Source: an optimization exercise on an open RTL-to-GDS flow (aim: small area). Production flows keep margins and buffers that such runs may drop. Where RTL was checked, it was by simulation tests only, not by an equivalence proof against the original. Only the layout flow was run in run 5; the RTL was not checked for function there. Power is estimated from default activity; no workload was simulated. The clock port is modelled as an ideal driver; clocking choices that lean on that would not hold on a real chip.

<file path="flow/design.v">
`timescale 1ns/1ns
module rv32i_core (
   input  logic        clock,
   input  logic        rst_n,
   output logic        wb_cyc,
   output logic        wb_stb,
   output logic [31:0] wb_adr,
   input  logic [31:0] wb_dat,
   input  logic        wb_ack,
   output logic        retire_valid,
   output logic [31:0] retire_pc,
   output logic [4:0]  retire_rd,
   output logic [31:0] retire_rd_value,
   output logic        retire_rd_write,
   output logic        halted
);
   logic [4:0] ph;
   logic       sA;      
   logic       sB;      
   logic       sF;      
   logic       sH;      
   logic       clr;     
   wire ph0  = (ph == 5'd0);
   wire ph31 = (ph == 5'd31);
   wire req = sF | (sB & ph31);
   wire ack = req & wb_ack;
   localparam logic [2:0] C_OP = 3'd0, C_OPIMM = 3'd1, C_LUI = 3'd2, C_AUIPC = 3'd3,
                          C_BR = 3'd4, C_JAL = 3'd5, C_JALR = 3'd6, C_FENCE = 3'd7;
   logic [2:0] dcls;
   logic       dlegal;
   always_comb begin
      dlegal = 1'b1;
      case (wb_dat[6:0])
         7'h33:   dcls = C_OP;
         7'h13:   dcls = C_OPIMM;
         7'h37:   dcls = C_LUI;
         7'h17:   dcls = C_AUIPC;
         7'h63:   dcls = C_BR;
         7'h6f:   dcls = C_JAL;
         7'h67:   dcls = C_JALR;
         7'h0f:   dcls = C_FENCE;
         default: begin dcls = C_FENCE; dlegal = 1'b0; end
      endcase
   end
   wire waiting = ~sA & ~sB & ~sF & ~sH;
   always_ff @(posedge clock or negedge rst_n) begin
      if (!rst_n) begin
         ph  <= 5'd0;
         sA  <= 1'b0;
         sB  <= 1'b1;
         sF  <= 1'b0;
         sH  <= 1'b0;
         clr <= 1'b1;
      end else begin
         ph  <= ph + 5'd1;
         clr <= clr & ~ph31;
         sH  <= sH | (ack & ~dlegal);
         sF  <= req & ~ack;
         if (ph31) begin
            sB <= sA;
            sA <= (ack & dlegal) | waiting;
         end
      end
   end
   logic [31:7] ins;
   logic [2:0]  cls;
   always_ff @(posedge clock) begin
      if (ack) begin
         ins <= wb_dat[31:7];
         cls <= dcls;
      end
   end
   wire isOP    = (cls == C_OP);
   wire isOPIMM = (cls == C_OPIMM);
   wire isLUI   = (cls == C_LUI);
   wire isAUIPC = (cls == C_AUIPC);
   wire isBR    = (cls == C_BR);
   wire isJAL   = (cls == C_JAL);
   wire isJALR  = (cls == C_JALR);
   wire isALU   = isOP | isOPIMM;
   wire jump    = isJAL | isJALR;
   wire writes  = isALU | isLUI | isAUIPC | jump;
   wire [2:0] f3  = ins[14:12];
   wire [4:0] rd  = ins[11:7];
   wire [4:0] rs1 = ins[19:15];
   wire [4:0] rs2 = ins[24:20];
   wire       alt = (ins[31:25] == 7'b0100000);
   wire isSLL = isALU & (f3 == 3'b001);
   wire isSR  = isALU & (f3 == 3'b101);
   wire isSLT = isALU & (f3[2:1] == 2'b01);
   wire sub   = isOP & alt & (f3 == 3'b000);
   wire isI = isJALR | isOPIMM;
   wire isU = isLUI | isAUIPC;
   wire isB = isBR;
   wire isJ = isJAL;
   logic laneA, laneB, laneC, imm;
   wire [31:0] insU = {ins[31:12], 12'd0};
   always_comb begin
      case (ph[3:0])
         4'd0:  laneA = ins[20];
         4'd1:  laneA = ins[21];
         4'd2:  laneA = ins[22];
         4'd3:  laneA = ins[23];
         4'd4:  laneA = ins[24];
         4'd5:  laneA = ins[25];
         4'd6:  laneA = ins[26];
         4'd7:  laneA = ins[27];
         4'd8:  laneA = ins[28];
         4'd9:  laneA = ins[29];
         default: laneA = ins[30];
      endcase
      laneB = insU[ph];
      case (ph[1:0])
         2'd1:  laneC = ins[8];
         2'd2:  laneC = ins[9];
         2'd3:  laneC = ins[10];
         default: laneC = ins[11];
      endcase
   end
   wire lo11 = (ph < 5'd11);
   wire lo5  = (ph < 5'd5);
   wire lo20 = (ph < 5'd20);
   always_comb begin
      if (lo11) begin
         if (isU | ((isB | isJ) & ph0)) imm = 1'b0;
         else if (isB & lo5)            imm = laneC;
         else                           imm = laneA;
      end else if (ph == 5'd11) begin
         imm = isB ? ins[7] : isJ ? ins[20] : (isI & ins[31]);
      end else begin
         imm = (isU | (isJ & lo20)) ? laneB : ins[31];
      end
   end
   logic [31:0] rbit;
   logic        wd;
   wire         wdr = wd & ~clr;
   wire         wen = sB & (clr | writes);
   wire [3:0]   we_hi = {4{wen}} & (clr ? 4'hf : (4'b0001 << rd[4:3]));
   wire [7:0]   we_lo = clr ? 8'hff : (8'b0000_0001 << rd[2:0]);
   assign rbit[0] = 1'b0;
   genvar r;
   generate
      for (r = 1; r < 32; r++) begin : g_x
         logic [31:0] q;
         wire we = we_hi[r / 8] & we_lo[r % 8];
         always_ff @(posedge clock) q <= {we ? wdr : q[0], q[31:1]};
         assign rbit[r] = q[0];
      end
   endgenerate
   wire rs1v = rbit[rs1];
   wire rs2v = rbit[rs2];
   logic [31:0] F;       
   logic [31:0] P;       
   logic [31:0] R;       
   logic        npc;
   logic        ra;
   wire pcA = ~ph0 & F[0];
   always_ff @(posedge clock) begin
      if (sA | (sB & ~ph31)) F <= {sA ? rs1v : npc, F[31:1]};
      P <= {sA ? pcA : P[0], P[31:1]};
      R <= {sA ? ra : wd, R[31:1]};
   end
   assign wb_cyc = req;
   assign wb_stb = req;
   assign wb_adr = {F[31:1], 1'b0};
   logic cy;
   wire bop    = isOP ? rs2v : imm;
   wire cmpb   = (isOP | isBR) ? rs2v : imm;
   wire inject = jump ? (ph == 5'd2) : (ph == 5'd1);
   wire a_in   = sA ? ((isAUIPC | isJAL | isBR) ? pcA : (~isLUI & rs1v))
                    : (jump ? P[0] : P[1]);
   wire b_in   = sA & (bop ^ sub);
   wire cin    = ph0 ? (sA & sub) : (cy | (sB & inject));
   wire sum    = a_in ^ b_in ^ cin;
   always_ff @(posedge clock) cy <= (a_in & b_in) | (a_in & cin) | (b_in & cin);
   logic lt, eq;
   wire dif = rs1v ^ cmpb;
   wire sgn = isBR ? ~f3[1] : ~f3[0];
   always_ff @(posedge clock) begin
      if (sA) begin
         lt <= dif ? ((ph31 & sgn) ? rs1v : cmpb) : (~ph0 & lt);
         eq <= (ph0 | eq) & ~dif;
      end
   end
   wire taken = isBR & (f3[2] ? (lt ^ f3[0]) : (~f3[1] & (eq ^ f3[0])));
   logic [4:0] S;
   logic [4:0] sx;
   always_ff @(posedge clock) begin
      for (int j = 0; j < 5; j++)
         if (sA & (ph == j)) S[j] <= bop;
   end
   always_comb begin
      for (int j = 0; j < 5; j++)
         sx[j] = (sB | (ph > j)) ? S[j] : ((ph == j) & bop);
   end
   wire [4:0]  k    = isSLL ? (5'd0 - sx) : sx;
   wire [5:0]  csum = {1'b0, ph} + {1'b0, k};
   wire        cond = csum[5] | (isSLL & (k == 5'd0));
   wire [31:0] T    = {F[31:1], rs1v};
   wire        tap  = T[k];
   always_comb begin
      if (!isALU) ra = sum;
      else begin
         case (f3)
            3'b000:  ra = sum;
            3'b001:  ra = cond & tap;
            3'b010,
            3'b011:  ra = 1'b0;
            3'b100:  ra = rs1v ^ bop;
            3'b101:  ra = rs1v;
            3'b110:  ra = rs1v | bop;
            default: ra = rs1v & bop;
         endcase
      end
   end
   always_comb begin
      if (jump)       wd = sum;
      else if (isSR)  wd = cond ? (alt & R[31]) : tap;
      else if (isSLL) wd = R[0] & cond;
      else if (isSLT) wd = ph0 ? lt : R[0];
      else            wd = R[0];
   end
   assign npc = ~clr & ((jump | taken) ? R[1] : sum);
   assign retire_valid    = sB & ph31 & ~clr;
   assign retire_pc       = {P[0], P[31:1]};
   assign retire_rd       = rd;
   assign retire_rd_value = {wd, R[31:1]};
   assign retire_rd_write = writes & (rd != 5'd0);
   assign halted          = sH;
endmodule
</file>
<file path="flow/flow/run.sh">
#!/bin/bash
# Own layout flow: the standard layout (standard.sh) with these changes.
#  - Synthesis: the standard flow's synthesis script unchanged, except that ABC maps the
#    logic with an area-oriented script (area.abc). The registers are mapped
#    before ABC runs, so they are the standard synthesis's registers.
#  - Clock tree: larger sink clusters and no dummy loads (fewer clock buffers).
#  - Port buffers: the smallest buffer cell. Every port still gets a buffer.
# Tool output: standard.log here, and ORFS's per-step logs under orfs/logs.
set -euo pipefail
W=$PWD
{ head -n 1 synth_recipe.tcl; cat flow/abc_override.tcl; tail -n +2 synth_recipe.tcl; } > own_synth.tcl
sed "s|SYNTH_SCRIPT=[^ ]*|SYNTH_SCRIPT=$W/own_synth.tcl|" standard.sh > own_standard.sh
grep -q "SYNTH_SCRIPT=$W/own_synth.tcl" own_standard.sh
export OWN_ABC_SCRIPT=$W/flow/area.abc
export CTS_ARGS="-sink_clustering_enable -repair_clock_nets -dont_use_dummy_load -sink_clustering_size 30 -sink_clustering_max_diameter 100"
export BUFFER_PORTS_ARGS="-buffer_cell sky130_fd_sc_hd__buf_1"
bash own_standard.sh > standard.log 2>&1
</file>
<file path="flow/flow/abc_override.tcl">
# ABC with an area-oriented mapping script in place of ORFS's default one
proc abc {args} {
  set i [lsearch -exact $args -script]
  if {$i >= 0} { set args [lreplace $args [expr {$i + 1}] [expr {$i + 1}] $::env(OWN_ABC_SCRIPT)] }
  set j [lsearch -exact $args -D]
  if {$j >= 0} { set args [lreplace $args $j [expr {$j + 1}]] }
  yosys abc {*}$args
}
</file>
<file path="flow/flow/area.abc">
strash
dch -f
amap
topo
</file>
<file path="flow/standard.sh">
#!/bin/bash
# synth_recipe.tcl (not shown) runs the flow's synth.tcl, then flattens the netlist and writes it again
# the make line also repeats each setting of config.mk as NAME=value (left out here)
make -C /OpenROAD-flow-scripts/flow DESIGN_CONFIG=/design/flow/config.mk WORK_HOME=/design/flow/orfs CLKGATE_MAP_FILE= SYNTH_SCRIPT=/design/flow/synth_recipe.tcl "${@:-finish}"
</file>
<file path="flow/config.mk">
export PLATFORM = sky130hd
export DESIGN_NAME = rv32i_core
export DESIGN_NICKNAME = rv32i_core
export VERILOG_FILES = /design/flow/design.v
export SDC_FILE = /design/flow/constraint.sdc
export NUM_CORES = 8
export LEC_CHECK = 0
export CAP_MARGIN = 20
export CORE_MARGIN = 2
export CORE_UTILIZATION = 40
export PLACE_DENSITY = 0.6
export SLEW_MARGIN = 20
</file>
<file path="flow/constraint.sdc">
create_clock -name core_clock -period 13.0 [get_ports {clock}]
set_input_delay 2.6000 -clock core_clock [delete_from_list [all_inputs] [get_ports {clock}]]
set_output_delay 2.6000 -clock core_clock [all_outputs]
set_load 0.01 [all_outputs]
</file>
==> results of run 1 <==
==> layer usage <==
layer  track usage [%]  vias up
met5                 0        -
met4              4.85        6
met3              2.41       88
met2              18.5      322
met1              18.0     5518
li1                  -     5776
==> placed cells by master, fill, tap and decap left out, drive strengths merged, types with 2 or more instances in the layout <==
master	n
a221oi	20
a221o	2
clkbuf	46
ha	12
nor2	118
nand3	10
nor4	10
a22oi	21
edfxtp	67
o22a	13
nand4	4
a21o	2
a32oi	3
o22ai	28
o32a	2
a31oi	17
buf	147
dfrtp	8
dfxtp	1057
o21a	2
nor3	12
o221ai	11
a222oi	4
nor2b	4
nand2	32
a21oi	51
a211oi	3
dfstp	2
o21ai	25
o31ai	3
clkinv	60
==> final timing paths <==
| path | slack, ns | endpoint | cells past startpoint | start |
|---|---|---|---|---|
| min in group asynchronous | 2.09 | ph[2]$_DFF_PN0_ | 1 | rst_n |
| hold reg to reg | 0.28 | g_x[7].q[11]$_DFF_P_ | 0 | g_x[7].q[12]$_DFF_P_ |
| max in group asynchronous | 10.34 | ph[3]$_DFF_PN0_ | 1 | rst_n |
| setup reg to reg | 4.89 | g_x[28].q[31]$_DFF_P_ | 29 | ph[0]$_DFF_PN0_ |
| setup / recovery | 2.30 | retire_rd_value[31] | 27 | ph[0]$_DFF_PN0_ |
| hold / removal | 0.28 | g_x[7].q[11]$_DFF_P_ | 0 | g_x[7].q[12]$_DFF_P_ |
==> area by class of cell <==
class                   count  area (sq um)  share of cell area, %
repair buffers            147           579                   2.00
flip-flops and latches   1134         23400                   81.0
inverters                  60           225                  0.779
clock buffers              46          1150                   3.98
multi-input cells         425          2460                   8.51
well taps                 864          1080                   3.74
==> logic make-up (layout without fill, tap and decap cells) <==
| logic type | Yosys count | after routing | synth area share, % |
|---|---|---|---|
| adders and majority gates | 13 | 13 | 0.639 |
| and+or+nand+nor | 194 | 194 | 3.05 |
| buffers and inverters | 130 | 253 | 2.82 |
| other | 1 | 1 | 0.0141 |
| DFF | 1134 | 1134 | 87.9 |
| AOI/OAI and AO/OA | 217 | 217 | 5.53 |
==> registers in the layout, indices dropped and copies added (netlist names), 3 cells and up <==
register  flops
F            32
P            32
R            32
S             5
cls           3
g_x.q       992
ins          25
ph            5
==> per-stage QoR <==
step,hold WS (ns),std cells
2_1_floorplan,0.310,1689
3_3_place_gp,0.310,2629
3_5_place_dp,0.312,2630
4_1_cts,0.282,2676
5_1_grt,0.277,2676
6_report,0.284,2676
==> power by group through the flow <==
stage | clock network (mW) | registers [mW] | logic (mW)
final | 1.57 | 3.57 | 0.0698
after detailed placement | 0 | 3.65 | 0.0706
after CTS | 1.64 | 3.57 | 0.0709
after floorplan | 0 | 3.64 | 0.0614
after global routing | 1.76 | 3.58 | 0.0778
after global placement | 0 | 3.65 | 0.0708
==> critical path, delay by kind of cell, from the launching register on <==
kind / cells / cell delay (ns)
simple gates: 9 / 1.15
compound gates: 9 / 2.87
buf+inv: 7 / 1.93
flops: 1 / 0.80
fa+ha+maj: 2 / 0.76
==> synth_stat cells, types with 2 or more instances <==
cell type,number
o221ai_1,11
dfrtp_1,8
nor4_1,10
a22oi_1,21
ha_1,12
clkinv_1,60
a31oi_1,17
dfxtp_1,1057
a222oi_1,4
edfxtp_1,67
nor2b_1,4
o31ai_1,3
nor2_1,118
a21oi_1,51
o32a_1,2
a32oi_1,3
buf_4,70
nand4_1,4
nand2_1,32
o22a_1,13
nor3_1,12
o21a_1,2
o21ai_0,25
a211oi_1,3
a221oi_1,20
dfstp_2,2
a21o_1,2
a221o_1,2
nand3_1,10
o22ai_1,28
==> metrics.cfg, run 1 <==
[run_status]
status=complete, no violations

[die]
die_y_um=262
die_w_um=262
die-area_sq_mm=0.0687
initial_core_util_pct=40.4
core_sq_mm=0.0659
pin_count=141
rows=94

[yosys]
syn_inst=1689
synthTopCellsByArea=dfxtp_1 (79%), edfxtp_1 (7.6%), buf_4 (2.0%)
synth_top_area_cell=dfxtp_1
synth-async-reset-ratio_pct=0.882
synth-seq-cells=1134
synth_edf_count=67
synth_seq_area_share_pct=87.9
synthFlopType=dfxtp_1
ys_types=46
syn_area_sq_mm=0.0266
synth_area_per_cell_sq_um=15.8
synthesis.nets=1737
netlist.area_leader.share_pct=79.4
synth_warnings=1

[worst_setup_path]
arrival_ns=8.10
critPathMaxFanout=17
slowest_delay_ns=0.80
path_common_cell=clkinv_1
start_kind=flip-flop
end_kind=output pin
crit_type=flip-flop to output pin
slowest_stage=dfrtp_1
required_ns=10.40

[sta]
finalCritPeriodShare_pct=82.3
fin_tns_setup_ns=0
setup_viol=0
fin_skew_ns=0.0633
worst_pin_slew_ns=0.927
fin_crit_ns=10.70
clock.fmax_ghz=0.0935
slew_headroom_pct=37.5
rsz0062_at_grt=no
setup_ws_ns=2.30
finalMaxSlewViolations=0
hold_violations=0

[power]
intPower_mw=4.20
pwr_density_cell_mw_per_mm2=180
p_comb_share_pct=1.3
switchingPower_mw=1.00
p_clk_share_pct=30.1
switching_share_pct=19.2
irDropWorstVdd_mv=0.116
p_total_mw=5.21
p_leak_nw=10.9
p_seq_share_pct=68.6

[detailed_routing]
wl_per_cell_um=16.0
vias=11700
wl_met3_um=2520
vias_per_cell=4.38
drtIter0Drc=829
routed_wl_um=42900
dr.max_layer_used=met5
dr.pass1.iters=5
antenna_left=0
m1WireLength_um=21200
wl_met2_um=17700
drc=0

[cells_and_area]
final_util_pct=43.9
fillers=5900
layout-drive-gt1-share_pct=3.09
areaGrowthSynthToFinish_pct=8.58
diodes=0
nets=1862
fin_area_sq_mm=0.0289

[placed_design]
placed_area_sq_mm=0.0278
portBuffers=139
place.gp.congestion=0.888
place_ws_ns=2.93
dp_hpwl_um=28800

[cts]
clock-sinks=1134
cts_tree=done
htree_num_levels=2
clk_latency_ns=0.61
path_clk_slew_ns=0.10
cts_root_buf=clkbuf_16
cts_resized=0
clockBufferDepth=3
cts_setup_buffers=0
hold_buffers=0
numCtsBuffers=46

[global_route]
grt_usage_pct=12.5
grt_pass1_wl_um=65400
antenna_found_initial=4
grt_max_degree=33
grt_pass1_vias=11200
grt-ovfl-total=0

[min_path]
hp-class=flip-flop to flip-flop

[run]
drv_cap=0

==> run 2: changes to the inputs <==
--- a/flow/design.v
+++ b/flow/design.v
@@ -26,5 +26,5 @@
    wire ack = req & wb_ack;
    localparam logic [2:0] C_OP = 3'd0, C_OPIMM = 3'd1, C_LUI = 3'd2, C_AUIPC = 3'd3,
-                          C_BR = 3'd4, C_JAL = 3'd5, C_JALR = 3'd6, C_FENCE = 3'd7;
+                          C_BR = 3'd4, C_FENCE = 3'd5, C_JAL = 3'd6, C_JALR = 3'd7;
    logic [2:0] dcls;
    logic       dlegal;
@@ -78,7 +78,7 @@
    wire isJAL   = (cls == C_JAL);
    wire isJALR  = (cls == C_JALR);
-   wire isALU   = isOP | isOPIMM;
-   wire jump    = isJAL | isJALR;
-   wire writes  = isALU | isLUI | isAUIPC | jump;
+   wire isALU   = (cls[2:1] == 2'b00);
+   wire jump    = (cls[2:1] == 2'b11);
+   wire writes  = ~cls[2] | cls[1];
    wire [2:0] f3  = ins[14:12];
    wire [4:0] rd  = ins[11:7];
@@ -91,28 +91,15 @@
    wire sub   = isOP & alt & (f3 == 3'b000);
    wire isI = isJALR | isOPIMM;
-   wire isU = isLUI | isAUIPC;
+   wire isU = (cls[2:1] == 2'b01);
    wire isB = isBR;
    wire isJ = isJAL;
-   logic laneA, laneB, laneC, imm;
-   wire [31:0] insU = {ins[31:12], 12'd0};
-   always_comb begin
-      case (ph[3:0])
-         4'd0:  laneA = ins[20];
-         4'd1:  laneA = ins[21];
-         4'd2:  laneA = ins[22];
-         4'd3:  laneA = ins[23];
-         4'd4:  laneA = ins[24];
-         4'd5:  laneA = ins[25];
-         4'd6:  laneA = ins[26];
-         4'd7:  laneA = ins[27];
-         4'd8:  laneA = ins[28];
-         4'd9:  laneA = ins[29];
-         default: laneA = ins[30];
-      endcase
-      laneB = insU[ph];
+   wire [31:0] V = {ins[31:12], ins[31], ins[30:20]};
+   wire lane = V[ph];
+   logic laneC, imm;
+   always_comb begin
       case (ph[1:0])
-         2'd1:  laneC = ins[8];
-         2'd2:  laneC = ins[9];
-         2'd3:  laneC = ins[10];
+         2'd1:    laneC = ins[8];
+         2'd2:    laneC = ins[9];
+         2'd3:    laneC = ins[10];
          default: laneC = ins[11];
       endcase
@@ -125,9 +112,9 @@
          if (isU | ((isB | isJ) & ph0)) imm = 1'b0;
          else if (isB & lo5)            imm = laneC;
-         else                           imm = laneA;
+         else                           imm = lane;
       end else if (ph == 5'd11) begin
          imm = isB ? ins[7] : isJ ? ins[20] : (isI & ins[31]);
       end else begin
-         imm = (isU | (isJ & lo20)) ? laneB : ins[31];
+         imm = (isU | (isJ & lo20)) ? lane : ins[31];
       end
    end
--- a/flow/config.mk
+++ b/flow/config.mk
@@ -8,5 +8,5 @@
 export CAP_MARGIN = 20
 export CORE_MARGIN = 2
-export CORE_UTILIZATION = 40
-export PLACE_DENSITY = 0.6
+export CORE_UTILIZATION = 65
+export PLACE_DENSITY = 0.75
 export SLEW_MARGIN = 20
==> metrics.cfg, run 2 <==
[detailed_routing]
wl_per_cell_um=19.5  ; +22%
m1WireLength_um=20300  ; -4.5%
vias=11700  ; -0.14%
drtIter0Drc=699  ; -16%
routed_wl_um=44900  ; +4.8%
dr.pass1.iters=5  ; unchanged
vias_per_cell=5.07  ; +16%
drc=0  ; unchanged
dr.max_layer_used=met5
wl_met2_um=20800  ; +17%
wl_met3_um=2580  ; +2.7%
antenna_left=0  ; unchanged

[yosys]
synth-async-reset-ratio_pct=0.882  ; unchanged
syn_inst=1662  ; -1.6%
netlist.area_leader.share_pct=79.9  ; +0.41 points
synth-seq-cells=1134  ; unchanged
ys_types=43  ; -6.5%
synth_warnings=1  ; unchanged
synthesis.nets=1710  ; -1.6%
synthFlopType=dfxtp_1
syn_area_sq_mm=0.0265  ; -0.52%
synth_seq_area_share_pct=88.4  ; +0.46 points
synth_most_common_cell=dfxtp_1
synthTopCellsByArea=dfxtp_1 (80%), edfxtp_1 (7.6%), buf_4 (1.8%)
synth_edf_count=67  ; unchanged
synth_top_area_cell=dfxtp_1
netlist_top_cells_count=dfxtp_1 (1057), nor2_1 (117), edfxtp_1 (67)
synth_area_per_cell_sq_um=15.9  ; +1.1%

[worst_setup_path]
crit_type=flip-flop to output pin
critPathMaxFanout=17  ; unchanged
required_ns=10.40  ; about the same
end_kind=output pin
arrival_ns=7.70  ; -0.40 ns
start_kind=flip-flop

[cells_and_area]
areaGrowthSynthToFinish_pct=6.75
multiInputGateArea_sq_mm=0.00238  ; -3.1%
layout-drive-gt1-share_pct=2.75  ; -0.34 points
fillers=2447  ; -59%
final_util_pct=70.7  ; +27 points
largest_reg_flops=992  ; unchanged
layout_common_cells=dfxtp_1 (1057), buf_1 (139), nor2_1 (117)
nets=1831  ; -1.7%
final_common_cell=dfxtp_1
top_register=g_x.q
diodes=0  ; unchanged
regArea_sq_mm=0.0234  ; unchanged

[placed_design]
place.gp.congestion=0.826  ; -7.0%
portBuffers=139  ; unchanged
dp_hpwl_um=28100  ; -2.2%

[cts]
cts_resized=0  ; unchanged
cts_setup_buffers=0  ; unchanged
numCtsBuffers=43  ; -6.5%
hold_buffers=0  ; unchanged
cts_tree=done
clk_latency_ns=0.61  ; about the same
clock-sinks=1134  ; unchanged
path_clk_slew_ns=0.11  ; about the same
cts_root_buf=clkbuf_16
htree_num_levels=2  ; unchanged
clockBufferDepth=3  ; unchanged

[sta]
finalCritPeriodShare_pct=79.3  ; -3.0 points
slew_headroom_pct=40.8  ; +3.3 points
rsz0062_at_grt=no
hold_violations=0  ; unchanged
clock.fmax_ghz=0.0970  ; +3.8%
fin_tns_setup_ns=0  ; unchanged
fin_skew_ns=0.0559  ; -0.00736 ns
fin_crit_ns=10.30  ; -0.395 ns
worst_pin_slew_ns=0.886  ; -0.0411 ns
finalMaxSlewViolations=0  ; unchanged
setup_viol=0  ; unchanged

[global_route]
grt_usage_pct=21.6  ; +9.1 points
grt_max_degree=33  ; unchanged
grt-ovfl-total=0  ; unchanged
grt_pass1_vias=11700  ; +4.3%
antenna_found_initial=1  ; -3
grt_pass1_wl_um=67600  ; +3.5%

[power]
pwr_density_cell_mw_per_mm2=183  ; +1.7%
irDropWorstVdd_mv=0.151  ; +30%
p_leak_nw=10.8  ; -1.1%

[die]
initial_core_util_pct=66.2  ; +26 points
die_y_um=206  ; -21%
pin_count=141  ; unchanged
die-area_sq_mm=0.0424  ; -38%
die_w_um=206  ; -21%
rows=73  ; -22%
core_sq_mm=0.0400  ; -39%

[run]
drv_cap=0  ; unchanged

[min_path]
hp-class=flip-flop to flip-flop

[run_status]
status=complete, no violations

-- run 2: changes by cell type after synthesis, moves of 3 or more --
cell      delta
a221oi_1    -16
a22oi_1     +15
o221ai_1    +12
o22a_1      -10
o21ai_0      -9
buf_4        -5
clkinv_1     -5
nand2_1      -5
nor4_1       -5
o21bai_1     +5
o32ai_1      +4
nor2b_1      -3
nor3_1       -3
-- run 2: cells by family (layout without fill, tap and decap cells) --
| logic type | after synthesis | count (layout) | synth area share, % |
|---|---|---|---|
| flip-flops | 1134 | 1134 | 88.4 |
| AO/OA/AOI/OAI | 217 | 217 | 5.60 |
| AND/OR/NAND/NOR | 177 | 177 | 2.72 |
| buffers and inverters | 120 | 239 | 2.62 |
| adder cells (fa/ha/maj) | 13 | 13 | 0.642 |
| other | 1 | 1 | 0.0142 |
-- run 2: per-stage QoR --
step	total power, mW	setup slack [ns]	cell area, sq um	cells	hold slack, ns
2_1_floorplan	3.71	4.20	26500	1662	0.310
3_3_place_gp	3.72	3.41	27200	2263	0.310
3_5_place_dp	3.72	3.20	27200	2263	0.312
4_1_cts	5.22	2.50	28300	2306	0.290
5_1_grt	5.34	1.79	28300	2306	0.301
6_report	5.18	2.70	28300	2306	0.293
-- run 2: per-layer routing --
layer / vias to the layer above / track usage [%]
met4: 2 / 6.94
met2: 371 / 35.1
met5: - / 0
li1: 5685 / -
met1: 5553 / 29.2
met3: 83 / 4.73
-- run 2: layout make-up --
class                           instances  share of cell area, %
Inverter                               55                  0.730
Sequential cell                      1134                   82.8
Tap cell                              525                   2.32
Multi-Input combinational cell        408                   8.43
Clock buffer                           43                   3.80
Timing Repair Buffer                  141                   1.90
-- run 2: final timing paths --
| check | from | end | slack (ns) | cells past startpoint |
|---|---|---|---|---|
| worst max-delay path | ins[20]$_DFFE_PP_ | retire_rd_value[31] | 2.70 | 26 |
| worst min-delay path | g_x[4].q[4]$_DFF_P_ | g_x[4].q[3]$_DFF_P_ | 0.29 | 0 |
| worst max register to register | ins[20]$_DFFE_PP_ | g_x[7].q[31]$_DFF_P_ | 5.08 | 27 |
| worst min register to register | g_x[4].q[4]$_DFF_P_ | g_x[4].q[3]$_DFF_P_ | 0.29 | 0 |
| max in group asynchronous | rst_n | sH$_DFF_PN0_ | 10.41 | 1 |
| min in group asynchronous | rst_n | ph[3]$_DFF_PN0_ | 2.05 | 1 |
-- run 2: worst max-delay path, stage by stage, from the launching register on --
cell	delay, ns
edfxtp_1	0.73
clkinv_1	0.52
o22ai_1	0.30
o22a_1	0.19
a222oi_1	0.08
o22ai_1	0.19
a21oi_1	0.12
a211oi_1	0.22
a21oi_1	0.06
o21a_1	0.20
o22ai_1	0.51
clkinv_1	0.42
o31ai_1	0.52
nor2_1	0.07
nor2_1	0.12
nand2_1	0.06
o21ai_0	0.23
clkinv_1	0.30
ha_1	0.36
a21oi_1	0.13
nor2_1	0.05
a2111oi_1	0.70
nor2_1	0.11
o21a_1	0.20
o32ai_1	0.34
clkinv_1	0.18
buf_1	0.19
-- run 2: power by group --
part	switching [mW]	internal, mW	total (mW)
Clock	0.937	0.599	1.54
Sequential	0.0245	3.55	3.57
Combinational	0.0466	0.0225	0.0691
Total	1.01	4.17	5.18
==> run 3: changes to the inputs <==
--- a/flow/flow/run.sh
+++ b/flow/flow/run.sh
@@ -4,5 +4,5 @@
 #    logic with an area-oriented script (area.abc). The registers are mapped
 #    before ABC runs, so they are the standard synthesis's registers.
-#  - Clock tree: larger sink clusters and no dummy loads (fewer clock buffers).
+#  - Clock tree: small leaf buffers under a strong root, no dummy loads.
 #  - Port buffers: the smallest buffer cell. Every port still gets a buffer.
 # Tool output: standard.log here, and ORFS's per-step logs under orfs/logs.
@@ -13,5 +13,5 @@
 grep -q "SYNTH_SCRIPT=$W/own_synth.tcl" own_standard.sh
 export OWN_ABC_SCRIPT=$W/flow/area.abc
-export CTS_ARGS="-sink_clustering_enable -repair_clock_nets -dont_use_dummy_load -sink_clustering_size 30 -sink_clustering_max_diameter 100"
+export CTS_ARGS="-sink_clustering_enable -repair_clock_nets -dont_use_dummy_load -root_buf sky130_fd_sc_hd__clkbuf_16 -buf_list sky130_fd_sc_hd__clkbuf_4 -sink_clustering_size 10 -sink_clustering_max_diameter 40"
 export BUFFER_PORTS_ARGS="-buffer_cell sky130_fd_sc_hd__buf_1"
 bash own_standard.sh > standard.log 2>&1
==> metrics.cfg, run 3 <==
[yosys]
synth-seq-cells=1134  ; unchanged
ys_types=43  ; unchanged
synth-async-reset-ratio_pct=0.882  ; unchanged
synthesis.nets=1710  ; unchanged
synthFlopType=dfxtp_1
syn_area_sq_mm=0.0265  ; unchanged
netlist.area_leader.share_pct=79.9  ; unchanged
synth_most_common_cell=dfxtp_1
synth_edf_count=67  ; unchanged
synth_top_area_cell=dfxtp_1
synth_area_per_cell_sq_um=15.9  ; unchanged
syn_inst=1662  ; unchanged
netlist_top_cells_count=dfxtp_1 (1057), nor2_1 (117), edfxtp_1 (67)
synth_warnings=1  ; unchanged
synthTopCellsByArea=dfxtp_1 (80%), edfxtp_1 (7.6%), buf_4 (1.8%)
synth_seq_area_share_pct=88.4  ; unchanged

[run]
drv_cap=0  ; unchanged

[detailed_routing]
antenna_left=0  ; unchanged
drtIter0Drc=612  ; -12%
dr.pass1.iters=5  ; unchanged
drc=0  ; unchanged
routed_wl_um=42900  ; -4.5%
vias_per_cell=5.02  ; -0.96%
vias=12100  ; +3.2%
wl_per_cell_um=17.9  ; -8.3%

[die]
core_sq_mm=0.0400  ; unchanged
die-area_sq_mm=0.0424  ; unchanged
rows=73  ; unchanged
pin_count=141  ; unchanged
die_w_um=206  ; unchanged
die_y_um=206  ; unchanged
initial_core_util_pct=66.2  ; unchanged

[min_path]
min_from=g_x[13].q[1]$_DFF_P_
holdPathEnd=g_x[13].q[0]$_DFF_P_
hp-class=flip-flop to flip-flop
min_path_cells=0  ; unchanged

[worst_setup_path]
slowest_delay_ns=0.73  ; about the same
arrival_ns=7.68  ; -0.02 ns
required_ns=10.40  ; about the same
start_kind=flip-flop
reg2reg_depth=27  ; unchanged
slowest_stage=edfxtp_1
critPathTopFamily=compound AO/OA/AOI/OAI gates
r2r-end=g_x[29].q[31]$_DFF_P_
cp_num_cells=26  ; unchanged
r2r_setup_slack_ns=5.08  ; about the same
critPathMaxFanout=17  ; unchanged
end_kind=output pin
r2r-start=ins[20]$_DFFE_PP_
cp_num_buf_inv=5  ; unchanged
crit_type=flip-flop to output pin

[cts]
clk_latency_ns=0.62  ; about the same
numCtsBuffers=136  ; +220%
path_clk_slew_ns=0.11  ; about the same
cts_root_buf=clkbuf_16
clockBufferDepth=3  ; unchanged
clock-sinks=1134  ; unchanged
cts_setup_buffers=0  ; unchanged
cts_resized=0  ; unchanged
cts_tree=done
hold_buffers=0  ; unchanged
htree_num_levels=4  ; +2

[global_route]
antenna_found_initial=2  ; +1
grt-ovfl-total=0  ; unchanged
grt_pass1_wl_um=65400  ; -3.3%
grt_max_degree=33  ; unchanged
grt_pass1_vias=12100  ; +3.3%
grt_usage_pct=20.8  ; -0.78 points

[cells_and_area]
fin_cells=2402  ; +4.2%
nets=1924  ; +5.1%
largest_reg_flops=992  ; unchanged
layout-drive-gt1-share_pct=7.58  ; +4.8 points
areaGrowthSynthToFinish_pct=6.63
layout_common_cells=dfxtp_1 (1057), buf_1 (139), clkbuf_4 (135)
fillers=2540  ; +3.8%
top_register=g_x.q
final_common_cell=dfxtp_1

[sta]
rsz0062_at_grt=no
finalMaxSlewViolations=0  ; unchanged
finalCritPeriodShare_pct=79.1  ; -0.20 points
fin_skew_ns=0.0937  ; +0.0378 ns
setup_viol=0  ; unchanged
slew_headroom_pct=41.9  ; +1.1 points
fin_crit_ns=10.28  ; -0.0260 ns
hold_violations=0  ; unchanged
worst_pin_slew_ns=0.867  ; -0.0187 ns
clock.fmax_ghz=0.0973  ; +0.25%
setup_ws_ns=2.72  ; +0.0260 ns
fin_tns_setup_ns=0  ; unchanged

[power]
irDropWorstVdd_mv=0.134  ; -11%
pwr_density_cell_mw_per_mm2=180  ; -1.8%
p_leak_nw=10.9  ; +0.96%

[placed_design]
place_ws_ns=3.20  ; unchanged
place.gp.congestion=0.826  ; unchanged
dp_hpwl_um=28100  ; unchanged
portBuffers=139  ; unchanged
place_inst=2263  ; unchanged

[run_status]
status=complete, no violations

## run 3: final cells by class
| class | instances | area [sq um] | share of cell area [%] |
|---|---|---|---|
| sequential | 1134 | 23400 | 82.9 |
| clock buffer | 136 | 1040 | 3.68 |
| inverter | 55 | 206 | 0.731 |
| timing repair buffer | 141 | 537 | 1.90 |
| antenna | 3 | 7.51 | 0.0266 |
| multi-input combinational | 408 | 2380 | 8.44 |
| tap | 525 | 657 | 2.32 |
## run 3: through the flow
stage | util [%] | total power, mW | cell area [sq um] | hold slack [ns]
final | 70.6 | 5.08 | 28300 | 0.267
after global routing | 70.6 | 5.28 | 28300 | 0.278
after CTS | 70.6 | 5.14 | 28200 | 0.273
after detailed placement | 68.0 | 3.72 | 27200 | 0.312
after global placement | 68.0 | 3.72 | 27200 | 0.310
after floorplan | - | 3.71 | 26500 | 0.310
## run 3: cells by family after synthesis
kind of cell / count (synthesis) / synth area share [%]
fa+ha+maj: 13 / 0.642
compound gates: 217 / 5.60
flops: 1134 / 88.4
other cells: 1 / 0.0142
buf+inv: 120 / 2.62
simple gates: 177 / 2.72
## run 3: how the worst max path moves through the flow
stage / startpoint / to / slack, ns
global placement: ins[20]$_DFFE_PP_ / retire_rd_value[31] / 3.41
global route: ins[20]$_DFFE_PP_ / retire_rd_value[31] / 1.84
CTS: ins[20]$_DFFE_PP_ / retire_rd_value[31] / 2.53
finish: ins[20]$_DFFE_PP_ / retire_rd_value[31] / 2.72
floorplan: ins[20]$_DFFE_PP_ / retire_rd_value[31] / 4.20
detailed placement: ins[20]$_DFFE_PP_ / retire_rd_value[31] / 3.20
## run 3: worst reg2reg max path: cells and delay by family, from the launching register on
family / cells / cell delay (ns)
adders and majority gates: 1 / 0.36
buffers and inverters: 4 / 1.44
AOI/OAI and AO/OA: 16 / 4.27
and+or+nand+nor: 6 / 0.94
DFF: 1 / 0.73
## run 3: power by group
group	switching [mW]	internal [mW]	leakage [nW]
Sequential	0.0237	3.54	9.28
Combinational	0.0460	0.0225	0.979
Clock	0.945	0.496	0.633
## run 3: layer usage
metal  global-route usage (%)  vias to the layer above  part of all wire [%]
li1                         -                     5894                     -
met1                     27.2                     5699                    44
met2                     33.3                      402                    47
met3                     6.07                       67                   6.7
met4                     7.68                        2                   2.3
met5                        0                        -                 0.030
==> run 4: changes to the inputs <==
--- a/flow/config.mk
+++ b/flow/config.mk
@@ -8,5 +8,5 @@
 export CAP_MARGIN = 20
 export CORE_MARGIN = 2
-export CORE_UTILIZATION = 65
-export PLACE_DENSITY = 0.75
+export CORE_UTILIZATION = 40
+export PLACE_DENSITY = 0.6
 export SLEW_MARGIN = 20
==> metrics.cfg, run 4 <==
[worst_setup_path]
start_kind=flip-flop
required_ns=10.40  ; about the same
arrival_ns=7.57  ; -0.11 ns
end_kind=output pin
crit_type=flip-flop to output pin
critPathMaxFanout=17  ; unchanged

[power]
p_total_mw=5.12  ; +0.90%
intPower_mw=4.08  ; +0.41%
irDropWorstVdd_mv=0.0736  ; -45%
p_leak_nw=10.9  ; +0.34%
switching_share_pct=20.4  ; +0.39 points
p_clk_share_pct=28.9  ; +0.5 points
switchingPower_mw=1.04  ; +2.9%
p_seq_share_pct=69.7  ; -0.6 points
p_comb_share_pct=1.4  ; about the same
pwr_density_cell_mw_per_mm2=178  ; -0.79%

[yosys]
synth-seq-cells=1134  ; unchanged
synth_area_per_cell_sq_um=15.9  ; unchanged
synthTopCellsByArea=dfxtp_1 (80%), edfxtp_1 (7.6%), buf_4 (1.8%)
ys_types=43  ; unchanged
synthesis.nets=1710  ; unchanged
synth_top_area_cell=dfxtp_1
syn_inst=1662  ; unchanged
synthFlopType=dfxtp_1
netlist_top_cells_count=dfxtp_1 (1057), nor2_1 (117), edfxtp_1 (67)
syn_area_sq_mm=0.0265  ; unchanged
synth_warnings=1  ; unchanged
synth_most_common_cell=dfxtp_1
netlist.area_leader.share_pct=79.9  ; unchanged
synth_edf_count=67  ; unchanged
synth_seq_area_share_pct=88.4  ; unchanged
synth-async-reset-ratio_pct=0.882  ; unchanged

[detailed_routing]
wl_met2_um=17800  ; -11%
routed_wl_um=43100  ; +0.44%
m1WireLength_um=20700  ; +8.8%
vias_per_cell=4.41  ; -12%
antenna_left=0  ; unchanged
dr.max_layer_used=met5
dr.pass1.iters=4  ; -1
drc=0  ; unchanged
drtIter0Drc=576  ; -5.9%
wl_met3_um=2810  ; -1.7%
vias=12100  ; +0.58%
wl_per_cell_um=15.7  ; -12%

[sta]
slew_headroom_pct=41.0  ; -0.86 points
setup_viol=0  ; unchanged
hold_violations=0  ; unchanged
worst_pin_slew_ns=0.880  ; +0.0129 ns
rsz0062_at_grt=no
fin_crit_ns=10.17  ; -0.111 ns
finalCritPeriodShare_pct=78.2  ; -0.85 points
fin_skew_ns=0.104  ; +0.0102 ns
clock.fmax_ghz=0.0983  ; +1.1%
fin_tns_setup_ns=0  ; unchanged
finalMaxSlewViolations=0  ; unchanged

[die]
pin_count=141  ; unchanged
die_w_um=261  ; +27%
die_y_um=261  ; +27%
die-area_sq_mm=0.0683  ; +61%
core_sq_mm=0.0656  ; +64%
rows=94  ; +29%
initial_core_util_pct=40.4  ; -26 points

[cells_and_area]
fin_cells=2749  ; +14%
largest_reg_flops=992  ; unchanged
final_util_pct=43.8  ; -27 points
layout-drive-gt1-share_pct=7.92  ; +0.34 points
fillers=5887  ; +130%
nets=1932  ; +0.42%
areaGrowthSynthToFinish_pct=8.45
final_common_cell=dfxtp_1
top_register=g_x.q
layout_common_cells=dfxtp_1 (1057), clkbuf_4 (140), buf_1 (139)

[cts]
clk_latency_ns=0.70  ; +0.08 ns
path_clk_slew_ns=0.09  ; -0.02 ns
cts_setup_buffers=0  ; unchanged
cts_resized=0  ; unchanged
hold_buffers=0  ; unchanged
clockBufferDepth=3  ; unchanged
cts_root_buf=clkbuf_16
cts_tree=done
numCtsBuffers=141  ; +3.7%
htree_num_levels=4  ; unchanged
clock-sinks=1134  ; unchanged

[global_route]
grt-ovfl-total=0  ; unchanged
grt_pass1_vias=12200  ; +1.0%
grt_max_degree=33  ; unchanged
grt_pass1_wl_um=66200  ; +1.2%
grt_usage_pct=12.8  ; -8.0 points
antenna_found_initial=4  ; +2

[placed_design]
portBuffers=139  ; unchanged
place.gp.congestion=0.839  ; +1.6%
dp_hpwl_um=27900  ; -0.78%
place_inst=2605  ; +15%

[run_status]
status=complete, no violations

[run]
drv_cap=0  ; unchanged

[min_path]
hp-class=flip-flop to flip-flop

[run 4: cell counts after synthesis]
Identical to the previous run, type by type.
[run 4: path summary, 6_finish.rpt]
kind | startpoint | to | slack (ns) | depth (start not counted)
hold / removal | g_x[19].q[18]$_DFF_P_ | g_x[19].q[17]$_DFF_P_ | 0.24 | 0
hold reg to reg | g_x[19].q[18]$_DFF_P_ | g_x[19].q[17]$_DFF_P_ | 0.24 | 0
max in group asynchronous | rst_n | ph[2]$_DFF_PN0_ | 10.38 | 1
setup reg to reg | ins[20]$_DFFE_PP_ | g_x[3].q[31]$_DFF_P_ | 5.43 | 28
setup / recovery | ins[20]$_DFFE_PP_ | retire_rd_value[31] | 2.83 | 26
min in group asynchronous | rst_n | sH$_DFF_PN0_ | 1.99 | 1
[run 4: cells by family (layout without fill, tap and decap cells)]
logic type,count (synthesis),count (layout),synth area share [%]
buffers and inverters,120,340,2.62
other,1,4,0.0142
adder cells (fa/ha/maj),13,13,0.642
flip-flops,1134,1134,88.4
AND/OR/NAND/NOR,177,177,2.72
AO/OA/AOI/OAI,217,217,5.60
[run 4: power groups by stage]
stage / logic, mW / registers [mW] / clock network, mW
5_1_grt: 0.0795 / 3.58 / 1.71
6_report: 0.0710 / 3.57 / 1.48
2_1_floorplan: 0.0621 / 3.64 / 0
3_5_place_dp: 0.0725 / 3.65 / 0
4_1_cts: 0.0726 / 3.57 / 1.58
3_3_place_gp: 0.0733 / 3.65 / 0
[run 4: area by class of cell]
cell class	instances	area [sq um]	area share, %
well taps	864	1080	3.76
flip-flops and latches	1134	23400	81.5
diodes	3	7.51	0.0261
multi-input cells	408	2380	8.29
inverters	55	206	0.718
clock buffers	141	1080	3.74
repair buffers	144	559	1.95
[run 4: worst max-delay path, stage by stage, from the launching register on]
cell and delay [ns]:
edfxtp_1 0.72, clkinv_1 0.53, o22ai_1 0.30, o22a_1 0.19, a222oi_1 0.08, o22ai_1 0.18, a21oi_1 0.12, a211oi_1 0.22
a21oi_1 0.07, o21a_1 0.20, o22ai_1 0.45, clkinv_1 0.38, o31ai_1 0.49, nor2_1 0.07, nor2_1 0.12, nand2_1 0.06
o21ai_0 0.21, clkinv_1 0.28, ha_1 0.35, a21oi_1 0.14, nor2_1 0.05, a2111oi_1 0.67, nor2_1 0.11, o21a_1 0.19
o32ai_1 0.39, clkinv_1 0.16, buf_1 0.18
[run 4: routing by layer]
metal  global-route usage, %  vias to the layer above
li1                        -                     5926
met1                    16.8                     5700
met2                    18.7                      374
met3                    4.18                      130
met4                    7.43                        4
met5                       0                        -
[run 4: metrics by stage]
step | instance area (sq um) | hold slack (ns) | setup slack (ns)
finish | 28700 | 0.237 | 2.83
detailed placement | 27700 | 0.312 | 3.36
global placement | 27700 | 0.310 | 3.41
floorplan | 26500 | 0.310 | 4.20
global route | 28700 | 0.213 | 1.80
CTS | 28700 | 0.228 | 2.58
==> run 5: changes to the inputs <==
--- a/flow/design.v
+++ b/flow/design.v
@@ -20,5 +20,4 @@
    logic       sF;      
    logic       sH;      
-   logic       clr;     
    wire ph0  = (ph == 5'd0);
    wire ph31 = (ph == 5'd31);
@@ -43,4 +42,5 @@
       endcase
    end
+   wire clr  = sB & sH;
    wire waiting = ~sA & ~sB & ~sF & ~sH;
    always_ff @(posedge clock or negedge rst_n) begin
@@ -50,10 +50,8 @@
          sB  <= 1'b1;
          sF  <= 1'b0;
-         sH  <= 1'b0;
-         clr <= 1'b1;
+         sH  <= 1'b1;
       end else begin
          ph  <= ph + 5'd1;
-         clr <= clr & ~ph31;
-         sH  <= sH | (ack & ~dlegal);
+         sH  <= (sH & ~(sB & ph31)) | (ack & ~dlegal);
          sF  <= req & ~ack;
          if (ph31) begin
@@ -144,5 +142,6 @@
    wire pcA = ~ph0 & F[0];
    always_ff @(posedge clock) begin
-      if (sA | (sB & ~ph31)) F <= {sA ? rs1v : npc, F[31:1]};
+      if (sA | (sB & ~ph31)) F[31:1] <= {sA ? rs1v : npc, F[31:2]};
+      F[0] <= F[1];    
       P <= {sA ? pcA : P[0], P[31:1]};
       R <= {sA ? ra : wd, R[31:1]};
@@ -214,4 +213,4 @@
    assign retire_rd_value = {wd, R[31:1]};
    assign retire_rd_write = writes & (rd != 5'd0);
-   assign halted          = sH;
+   assign halted          = sH & ~sB;
 endmodule
--- a/flow/config.mk
+++ b/flow/config.mk
@@ -8,5 +8,5 @@
 export CAP_MARGIN = 20
 export CORE_MARGIN = 2
-export CORE_UTILIZATION = 40
-export PLACE_DENSITY = 0.6
+export CORE_UTILIZATION = 65
+export PLACE_DENSITY = 0.75
 export SLEW_MARGIN = 20
==> metrics.cfg, run 5 <==
[cells_and_area]
fillers=2580  ; -56%
multiInputGateArea_sq_mm=0.00238  ; +0.11%
final_util_pct=70.7  ; +27 points
top_register=g_x.q
areaGrowthSynthToFinish_pct=6.76
diodes=0  ; -3
layout_common_cells=dfxtp_1 (1058), buf_1 (139), clkbuf_4 (135)
nets=1937  ; +0.26%
layout-drive-gt1-share_pct=7.74  ; -0.18 points
largest_reg_flops=992  ; unchanged
regArea_sq_mm=0.0234  ; -0.15%
final_common_cell=dfxtp_1

[yosys]
netlist_top_cells_count=dfxtp_1 (1058), nor2_1 (121), edfxtp_1 (66)
synth-seq-cells=1133  ; -0.088%
synthFlopType=dfxtp_1
synth_top_area_cell=dfxtp_1
synth_edf_count=66  ; -1.5%
synth_seq_area_share_pct=88.3  ; about the same
syn_inst=1670  ; +0.48%
synth_area_per_cell_sq_um=15.9  ; -0.56%
synth-async-reset-ratio_pct=0.794  ; -0.087 points
netlist.area_leader.share_pct=80.0  ; +0.14 points
ys_types=42  ; -2.3%
synth_warnings=1  ; unchanged
synthTopCellsByArea=dfxtp_1 (80%), edfxtp_1 (7.5%), buf_4 (1.8%)
synthesis.nets=1718  ; +0.47%
syn_area_sq_mm=0.0265  ; about the same
synth_most_common_cell=dfxtp_1

[sta]
finalCritPeriodShare_pct=77.2  ; -1.1 points
worst_pin_slew_ns=0.969  ; +0.0890 ns
setup_viol=0  ; unchanged
clock.fmax_ghz=0.0997  ; +1.4%
finalMaxSlewViolations=0  ; unchanged
fin_crit_ns=10.03  ; -0.138 ns
slew_headroom_pct=35.1  ; -5.9 points
fin_skew_ns=0.0892  ; -0.0148 ns
fin_tns_setup_ns=0  ; unchanged
hold_violations=0  ; unchanged
rsz0062_at_grt=no

[die]
initial_core_util_pct=66.2  ; +26 points
die-area_sq_mm=0.0424  ; -38%
die_w_um=206  ; -21%
die_y_um=206  ; -21%
pin_count=141  ; unchanged
rows=73  ; -22%
core_sq_mm=0.0400  ; -39%

[worst_setup_path]
critPathTopFamily=compound AO/OA/AOI/OAI gates
slowest_stage=edfxtp_1
start_kind=flip-flop
crit_type=flip-flop to output pin
critPathMaxFanout=19  ; +2
slowest_delay_ns=0.76  ; +0.04 ns
end_kind=output pin
worstPathCellList=clkinv_1 > o22ai_1 > a22oi_1 > a221oi_1 > a31oi_1 > nand2_1 > o311ai_0 > o22ai_1 > clkinv_1 > a21oi_1 > buf_4 > a21oi_1 > a31oi_1 > clkinv_1 > a22oi_1 > o22a_1 > a22oi_1 > o22ai_1 > o32a_1 > a211oi_1 > o32ai_1 > clkinv_1 > buf_1
cp_num_buf_inv=6  ; +1
arrival_ns=7.43  ; -0.14 ns
required_ns=10.40  ; about the same
path_common_cell=clkinv_1

[detailed_routing]
drc=0  ; unchanged
drtIter0Drc=566  ; -1.7%
vias=12100  ; -0.45%
wl_per_cell_um=17.3  ; +10%
dr.pass1.iters=5  ; +1
routed_wl_um=41700  ; -3.2%
vias_per_cell=5.01  ; +13%
antenna_left=0  ; unchanged

[global_route]
grt_pass1_wl_um=65000  ; -1.8%
antenna_found_initial=0  ; -4
grt_max_degree=32  ; -3.0%
grt_pass1_vias=12400  ; +1.7%
grt_usage_pct=20.4  ; +7.6 points
grt-ovfl-total=0  ; unchanged

[run_status]
status=complete, no violations

[power]
pwr_density_cell_mw_per_mm2=175  ; -1.8%
p_total_mw=4.95  ; -3.4%
irDropWorstVdd_mv=0.134  ; +83%
p_leak_nw=10.8  ; -0.91%

[cts]
path_clk_slew_ns=0.11  ; +0.02 ns
clockBufferDepth=3  ; unchanged
clk_latency_ns=0.62  ; -0.08 ns
cts_root_buf=clkbuf_16
cts_tree=done
cts_setup_buffers=0  ; unchanged
numCtsBuffers=136  ; -3.5%
cts_resized=0  ; unchanged
clock-sinks=1133  ; -0.088%
htree_num_levels=4  ; unchanged
hold_buffers=0  ; unchanged

[placed_design]
portBuffers=139  ; unchanged
place.gp.congestion=0.865  ; +3.0%
dp_hpwl_um=27600  ; -1.1%

[run]
drv_cap=0  ; unchanged

[min_path]
hp-class=flip-flop to flip-flop

==> run 5: final cells by class <==
type | instances | share of cell area [%]
Clock buffer | 136 | 3.67
Inverter | 58 | 0.770
Multi-Input combinational cell | 414 | 8.44
Sequential cell | 1133 | 82.7
Tap cell | 525 | 2.32
Timing Repair Buffer | 146 | 2.05
==> run 5: per-stage QoR <==
step / area [sq um] / instances / worst slack [ns] / hold WS [ns]
after floorplan: 26500 / 1670 / 4.41 / 0.310
after global placement: 27200 / 2274 / 3.74 / 0.310
after detailed placement: 27200 / 2275 / 3.64 / 0.312
after CTS: 28300 / 2411 / 2.95 / 0.283
after global routing: 28300 / 2412 / 2.15 / 0.274
final: 28300 / 2412 / 2.97 / 0.271
==> run 5: cell families after synthesis <==
kind of cell | count (synthesis) | synth area share (%)
AOI/OAI and AO/OA | 210 | 5.42
adders and majority gates | 13 | 0.643
buffers and inverters | 123 | 2.67
DFF | 1133 | 88.3
other | 1 | 0.0142
and+or+nand+nor | 190 | 2.92
==> run 5: power breakdown <==
group          internal [mW]  switching, mW  total [mW]
Combinational        0.00294        0.00557     0.00851
Sequential              3.50       0.000108        3.50
Clock                  0.497          0.945        1.44
Total                   4.00          0.951        4.95
==> run 5: final timing paths <==
kind / start / to / depth (start not counted) / slack, ns
min reg2reg: g_x[2].q[30]$_DFF_P_ / g_x[2].q[29]$_DFF_P_ / 0 / 0.27
min in group asynchronous: rst_n / sF$_DFF_PN0_ / 1 / 2.03
max: ins[20]$_DFFE_PP_ / retire_rd_value[31] / 23 / 2.97
max reg2reg: ins[20]$_DFFE_PP_ / g_x[29].q[31]$_DFF_P_ / 24 / 5.37
min: g_x[2].q[30]$_DFF_P_ / g_x[2].q[29]$_DFF_P_ / 0 / 0.27
max in group asynchronous: rst_n / ph[2]$_DFF_PN0_ / 1 / 10.48
==> run 5: per-layer routing <==
layer	wire (um)	GRT usage [%]	vias to the layer above
met2	19200	32.6	372
met5	0	0	-
met4	1270	9.08	0
met3	2300	5.56	103
li1	-	-	5931
met1	19000	26.3	5673
==> run 6: changes to the inputs <==
--- a/flow/design.v
+++ b/flow/design.v
@@ -63,10 +63,18 @@
    logic [31:7] ins;
    logic [2:0]  cls;
+   logic        alt;
+   logic [4:0]  S;
+   wire         isShift;
    always_ff @(posedge clock) begin
       if (ack) begin
          ins <= wb_dat[31:7];
          cls <= dcls;
-      end
-   end
+         alt <= (wb_dat[31:25] == 7'b0100000);
+      end else begin
+         for (int j = 0; j < 5; j++)
+            if (sA & isShift & (ph == j)) ins[25 + j] <= bop;
+      end
+   end
+   assign S = ins[29:25];
    wire isOP    = (cls == C_OP);
    wire isOPIMM = (cls == C_OPIMM);
@@ -83,7 +91,7 @@
    wire [4:0] rs1 = ins[19:15];
    wire [4:0] rs2 = ins[24:20];
-   wire       alt = (ins[31:25] == 7'b0100000);
    wire isSLL = isALU & (f3 == 3'b001);
    wire isSR  = isALU & (f3 == 3'b101);
+   assign isShift = isSLL | isSR;
    wire isSLT = isALU & (f3[2:1] == 2'b01);
    wire sub   = isOP & alt & (f3 == 3'b000);
@@ -170,10 +178,5 @@
    end
    wire taken = isBR & (f3[2] ? (lt ^ f3[0]) : (~f3[1] & (eq ^ f3[0])));
-   logic [4:0] S;
    logic [4:0] sx;
-   always_ff @(posedge clock) begin
-      for (int j = 0; j < 5; j++)
-         if (sA & (ph == j)) S[j] <= bop;
-   end
    always_comb begin
       for (int j = 0; j < 5; j++)
==> metrics.cfg, run 6 <==
[run_status]
status=complete, no violations

[detailed_routing]
vias_per_cell=5.01  ; about the same
wl_per_cell_um=17.3  ; about the same
dr.pass1.iters=5  ; unchanged
drtIter0Drc=636  ; +12%
routed_wl_um=42000  ; +0.76%
vias=12200  ; +0.68%
antenna_left=0  ; unchanged
drc=0  ; unchanged

[sta]
hold_violations=0  ; unchanged
fin_crit_ns=11.44  ; +1.41 ns
slew_headroom_pct=23.0  ; -12 points
fin_skew_ns=0.108  ; +0.0191 ns
clock.fmax_ghz=0.0874  ; -12%
hold_slack_ns=0.271  ; -0.000377 ns
worst_pin_slew_ns=1.14  ; +0.174 ns
finalCritPeriodShare_pct=88.0  ; +11 points
rsz0062_at_grt=no
finalMaxSlewViolations=0  ; unchanged
setup_viol=0  ; unchanged
fin_tns_setup_ns=0  ; unchanged

[power]
pwr_density_cell_mw_per_mm2=174  ; -0.48%
p_leak_nw=10.8  ; -0.21%
irDropWorstVdd_mv=0.127  ; -5.4%

[cells_and_area]
top_register=g_x.q
largest_reg_flops=992  ; unchanged
areaGrowthSynthToFinish_pct=6.71  ; about the same
nets=1953  ; +0.83%
final_common_cell=dfxtp_1
layout-drive-gt1-share_pct=7.57  ; -0.17 points
fillers=2573  ; -0.27%
layout_common_cells=dfxtp_1 (1058), buf_1 (139), clkbuf_4 (134)

[die]
die_w_um=206  ; about the same
die-area_sq_mm=0.0423  ; about the same
rows=73  ; unchanged
core_sq_mm=0.0400  ; unchanged
initial_core_util_pct=66.2  ; about the same
pin_count=141  ; unchanged
die_y_um=206  ; about the same

[cts]
cts_root_buf=clkbuf_16
clockBufferDepth=3  ; unchanged
cts_tree=done
clk_latency_ns=0.64  ; +0.02 ns
hold_buffers=0  ; unchanged
numCtsBuffers=135  ; -0.74%
path_clk_slew_ns=0.09  ; -0.02 ns
htree_num_levels=4  ; unchanged
cts_setup_buffers=0  ; unchanged
clock-sinks=1129  ; -0.35%
cts_resized=0  ; unchanged

[global_route]
grt_use_met3_pct=5.80  ; +0.24 points
grt-ovfl-total=0  ; unchanged
grt_usage_pct=20.3  ; -0.092 points
use_met1_pct=27.0  ; +0.64 points
grt_pass1_vias=12000  ; -3.4%
met2_usage_pct=31.5  ; -1.1 points
grt_max_degree=32  ; unchanged
antenna_found_initial=3  ; +3
top_usage_layer=met2
grt_pass1_wl_um=64200  ; -1.2%

[yosys]
syn_inst=1688  ; +1.1%
netlist.area_leader.share_pct=80.0  ; about the same
synth-seq-cells=1129  ; -0.35%
synth_edf_count=62  ; -6.1%
synth_seq_area_share_pct=87.9  ; -0.42 points
synthFlopType=dfxtp_1
ys_types=40  ; -4.8%
synth_area_per_cell_sq_um=15.7  ; -1.1%
synth_most_common_cell=dfxtp_1
netlist_top_cells_count=dfxtp_1 (1058), nor2_1 (119), clkinv_1 (71)
synth-async-reset-ratio_pct=0.797  ; +0.0028 points
synth_top_area_cell=dfxtp_1
synthesis.nets=1737  ; +1.1%
syn_area_sq_mm=0.0265  ; about the same
synth_warnings=1  ; unchanged
synthTopCellsByArea=dfxtp_1 (80%), edfxtp_1 (7.0%), buf_4 (1.8%)

[worst_setup_path]
slowest_stage=dfrtp_1
arrival_ns=8.84  ; +1.41 ns
path_common_cell=clkinv_1
critPathMaxFanout=19  ; unchanged
end_kind=output pin
slowest_delay_ns=0.74  ; -0.02 ns
start_kind=flip-flop
crit_type=flip-flop to output pin
required_ns=10.40  ; about the same

[min_path]
hp-class=flip-flop to flip-flop

[run]
drv_cap=0  ; unchanged

[placed_design]
dp_hpwl_um=27900  ; +1.2%
place.gp.congestion=0.829  ; -4.1%
portBuffers=139  ; unchanged

[run 6: changes by cell type in the layout (fill, tap and decap cells not counted), moves of 6 or more]
cell | previous run | this run
o21ai_0 | 20 | 33
clkinv_1 | 58 | 71
nand3_1 | 10 | 18
o221ai_1 | 19 | 12
a22o_1 | 6 | 0
nand2_1 | 32 | 22
[run 6: cell families after synthesis]
logic type	count (synthesis)	share of synthesized area, %
flip-flops	1129	87.9
AO/OA/AOI/OAI	220	5.54
AND/OR/NAND/NOR	188	2.98
buffers and inverters	136	2.85
adder cells (fa/ha/maj)	14	0.690
other	1	0.0142
[run 6: layout make-up]
cell class              count  area, sq um  area share, %
flip-flops and latches   1129        23300           82.4
multi-input cells         423         2450           8.67
clock buffers             135         1030           3.65
well taps                 525          657           2.33
repair buffers            144          567           2.01
inverters                  71          267          0.944
diodes                      1         2.50        0.00886
[run 6: worst max-delay path, delay by kind of cell (launching register included)]
kind / cells / cell delay, ns
adders and majority gates: 2 / 0.88
DFF: 1 / 0.74
AOI/OAI and AO/OA: 14 / 3.73
and+or+nand+nor: 4 / 0.35
buffers and inverters: 7 / 2.58
[run 6: power breakdown]
part	switching, mW	leakage, nW	internal (mW)
Clock	0.935	0.629	0.493
Combinational	0.00570	1.03	0.00307
Sequential	0.000110	9.15	3.48
Total	0.941	10.8	3.98
[run 6: path summary, 6_finish.rpt]
check                                          start               endpoint  slack [ns]  cells past startpoint
min in group asynchronous                      rst_n         sA$_DFFE_PN0P_        2.01                      1
max in group asynchronous                      rst_n        ph[0]$_DFF_PN0_       10.52                      1
worst max register to register       ph[0]$_DFF_PN0_  g_x[26].q[31]$_DFF_P_        3.96                     28
worst min-delay path            g_x[17].q[2]$_DFF_P_   g_x[17].q[1]$_DFF_P_        0.27                      0
worst max-delay path                 ph[0]$_DFF_PN0_    retire_rd_value[31]        1.56                     27
worst min register to register  g_x[17].q[2]$_DFF_P_   g_x[17].q[1]$_DFF_P_        0.27                      0
[run 6: routing by layer]
layer / wire length [um] / vias to the layer above
met2: 18800 / 406
met4: 1220 / 6
met3: 2720 / 93
li1: - / 5979
met5: 41 / -
met1: 19200 / 5677
[run 6: stage by stage]
step	instance area, sq um	power [mW]	util, %	cells	setup WS (ns)
after global routing	28200	5.13	70.6	2427	0.628
after CTS	28200	4.99	70.6	2427	1.04
after floorplan	26500	3.57	-	1688	3.55
final	28200	4.92	70.6	2428	1.56
after global placement	27200	3.57	68.0	2291	2.02
after detailed placement	27200	3.57	68.0	2292	1.70
==> run 7: changes to the inputs <==
--- a/flow/flow/run.sh
+++ b/flow/flow/run.sh
@@ -13,5 +13,5 @@
 grep -q "SYNTH_SCRIPT=$W/own_synth.tcl" own_standard.sh
 export OWN_ABC_SCRIPT=$W/flow/area.abc
-export CTS_ARGS="-sink_clustering_enable -repair_clock_nets -dont_use_dummy_load -root_buf sky130_fd_sc_hd__clkbuf_16 -buf_list sky130_fd_sc_hd__clkbuf_4 -sink_clustering_size 10 -sink_clustering_max_diameter 40"
+export CTS_ARGS="-sink_clustering_enable -repair_clock_nets -dont_use_dummy_load -root_buf sky130_fd_sc_hd__clkbuf_16 -buf_list sky130_fd_sc_hd__clkbuf_4 -sink_clustering_size 12 -sink_clustering_max_diameter 40"
 export BUFFER_PORTS_ARGS="-buffer_cell sky130_fd_sc_hd__buf_1"
 bash own_standard.sh > standard.log 2>&1
==> metrics.cfg, run 7 <==
[run_status]
status=complete, no violations

[placed_design]
placed_area_sq_mm=0.0272  ; unchanged
portBuffers=139  ; unchanged
dp_hpwl_um=27900  ; unchanged
place.gp.congestion=0.829  ; unchanged

[yosys]
synth_most_common_cell=dfxtp_1
netlist.area_leader.share_pct=80.0  ; unchanged
synth_warnings=1  ; unchanged
synth-seq-cells=1129  ; unchanged
synthFlopType=dfxtp_1
synthTopCellsByArea=dfxtp_1 (80%), edfxtp_1 (7.0%), buf_4 (1.8%)
netlist_top_cells_count=dfxtp_1 (1058), nor2_1 (119), clkinv_1 (71)
synth-async-reset-ratio_pct=0.797  ; unchanged
syn_area_sq_mm=0.0265  ; unchanged
synthesis.nets=1737  ; unchanged
synth_area_per_cell_sq_um=15.7  ; unchanged
synth_edf_count=62  ; unchanged
synth_top_area_cell=dfxtp_1

[sta]
rsz0062_at_grt=no
finalCritPeriodShare_pct=88.6  ; +0.54 points
clock.fmax_ghz=0.0869  ; -0.61%
fin_crit_ns=11.51  ; +0.0701 ns
hold_violations=0  ; unchanged
slew_headroom_pct=22.0  ; -0.97 points
hold_slack_ns=0.283  ; +0.0120 ns
worst_pin_slew_ns=1.16  ; +0.0144 ns
setup_viol=0  ; unchanged
fin_tns_setup_ns=0  ; unchanged

[worst_setup_path]
startpoint=ph[0]$_DFF_PN0_
arrival_ns=8.91  ; +0.07 ns
end_kind=output pin
r2r_setup_slack_ns=3.88  ; -0.08 ns
r2r-end=g_x[26].q[31]$_DFF_P_
crit_type=flip-flop to output pin
cp-endpoint=retire_rd_value[31]
start_kind=flip-flop

[cts]
htree_num_levels=3  ; -1
cts_root_buf=clkbuf_16
clk_latency_ns=0.60  ; -0.04 ns
clock-sinks=1129  ; unchanged
path_clk_slew_ns=0.10  ; about the same
cts_resized=0  ; unchanged
cts_setup_buffers=0  ; unchanged

[detailed_routing]
vias=12100  ; -0.53%
antenna_left=0  ; unchanged
drc=0  ; unchanged
routed_wl_um=42300  ; +0.54%
dr.pass1.iters=5  ; unchanged
wl_per_cell_um=17.6  ; +1.6%

[global_route]
grt_pass1_wl_um=64500  ; +0.52%
antenna_found_initial=3  ; unchanged
grt-ovfl-total=0  ; unchanged
grt_pass1_vias=12000  ; -0.24%
grt_usage_pct=20.3  ; about the same

[power]
pwr_density_cell_mw_per_mm2=174  ; -0.14%
irDropWorstVdd_mv=0.141  ; +11%
p_total_mw=4.90  ; -0.31%

[die]
die-area_sq_mm=0.0423  ; unchanged
rows=73  ; unchanged
initial_core_util_pct=66.2  ; unchanged
die_y_um=206  ; unchanged
pin_count=141  ; unchanged
die_w_um=206  ; unchanged
core_sq_mm=0.0400  ; unchanged

[run]
drv_cap=0  ; unchanged

[cells_and_area]
nets=1928  ; -1.3%
diodes=0  ; -1
top_register=g_x.q
layout-drive-gt1-share_pct=6.34  ; -1.2 points
largest_reg_flops=992  ; unchanged
fillers=2569  ; -0.16%

==> run 7: kinds of logic (layout without fill, tap and decap cells) <==
| kind of cell | count (synthesis) | in the layout | synth area share [%] |
|---|---|---|---|
| other | 1 | 1 | 0.0142 |
| flip-flops | 1129 | 1129 | 87.9 |
| AND/OR/NAND/NOR | 188 | 188 | 2.98 |
| buffers and inverters | 136 | 325 | 2.85 |
| AO/OA/AOI/OAI | 220 | 220 | 5.54 |
| adder cells (fa/ha/maj) | 14 | 14 | 0.690 |
==> run 7: final cells by class <==
type                       count  area, sq um  share of cell area, %
tap                          525          657                   2.33
timing repair buffer         144          567                   2.01
inverter                      71          267                  0.945
multi-input combinational    423         2450                   8.68
sequential                  1129        23300                   82.5
clock buffer                 110          983                   3.49
==> run 7: routing by layer <==
metal / routed length [um] / global-route usage, % / up-vias / part of all wire [%]
li1: - / - / 5909 / -
met1: 19300 / 27.4 / 5692 / 46
met2: 19100 / 31.8 / 391 / 45
met3: 2510 / 4.69 / 99 / 5.9
met4: 1350 / 8.88 / 6 / 3.2
met5: 42 / 0 / - / 0.099
==> run 7: power by group <==
part | total (mW) | switching, mW | internal, mW
registers | 3.49 | 0.000108 | 3.49
clock network | 1.41 | 0.923 | 0.488
logic | 0.00873 | 0.00566 | 0.00307
total | 4.90 | 0.929 | 3.98
==> run 7: worst max-delay path: stages (launching register included) <==
cell and delay [ns]:
dfrtp_1 0.75, clkinv_1 0.62, o22ai_1 0.30, o22a_1 0.21, a222oi_1 0.10, o22ai_1 0.20
a21oi_1 0.12, nor2_1 0.13, a21oi_1 0.05, nor2_1 0.10, o21a_1 0.12, nor2b_1 0.05
o22ai_1 0.30, clkinv_1 0.31, a21oi_2 0.68, clkinv_1 0.66, ha_1 0.50, o22ai_1 0.54
clkinv_1 0.45, ha_1 0.39, nand3_1 0.08, o311ai_0 0.53, clkinv_1 0.20, o21ai_0 0.19
a21oi_1 0.06, o32ai_1 0.38, clkinv_1 0.18, buf_1 0.18
==> run 7: worst min path at each step <==
stage / start / endpoint / cells past startpoint
final: g_x[2].q[27]$_DFF_P_ / g_x[2].q[26]$_DFF_P_ / 0
after detailed placement: g_x[11].q[1]$_DFF_P_ / g_x[11].q[0]$_DFF_P_ / 0
after floorplan: g_x[10].q[1]$_DFF_P_ / g_x[10].q[0]$_DFF_P_ / 0
after global routing: g_x[2].q[27]$_DFF_P_ / g_x[2].q[26]$_DFF_P_ / 0
after CTS: g_x[2].q[27]$_DFF_P_ / g_x[2].q[26]$_DFF_P_ / 0
after global placement: g_x[6].q[17]$_DFF_P_ / g_x[6].q[16]$_DFF_P_ / 0
==> run 7: through the flow <==
step	cells	util [%]	worst slack (ns)
floorplan	1688	-	3.55
global placement	2291	68.0	2.02
detailed placement	2292	68.0	1.70
CTS	2402	70.5	1.09
global route	2402	70.5	0.666
finish	2402	70.5	1.49

Setup slack of run 7, layout unchanged: 1.488 ns with ideal ports, 1.431 ns with driving cells assumed (clock clkbuf_16, inputs buf_2), 2.046 ns with port delays also shifted by the 0.615 ns mid clock arrival.
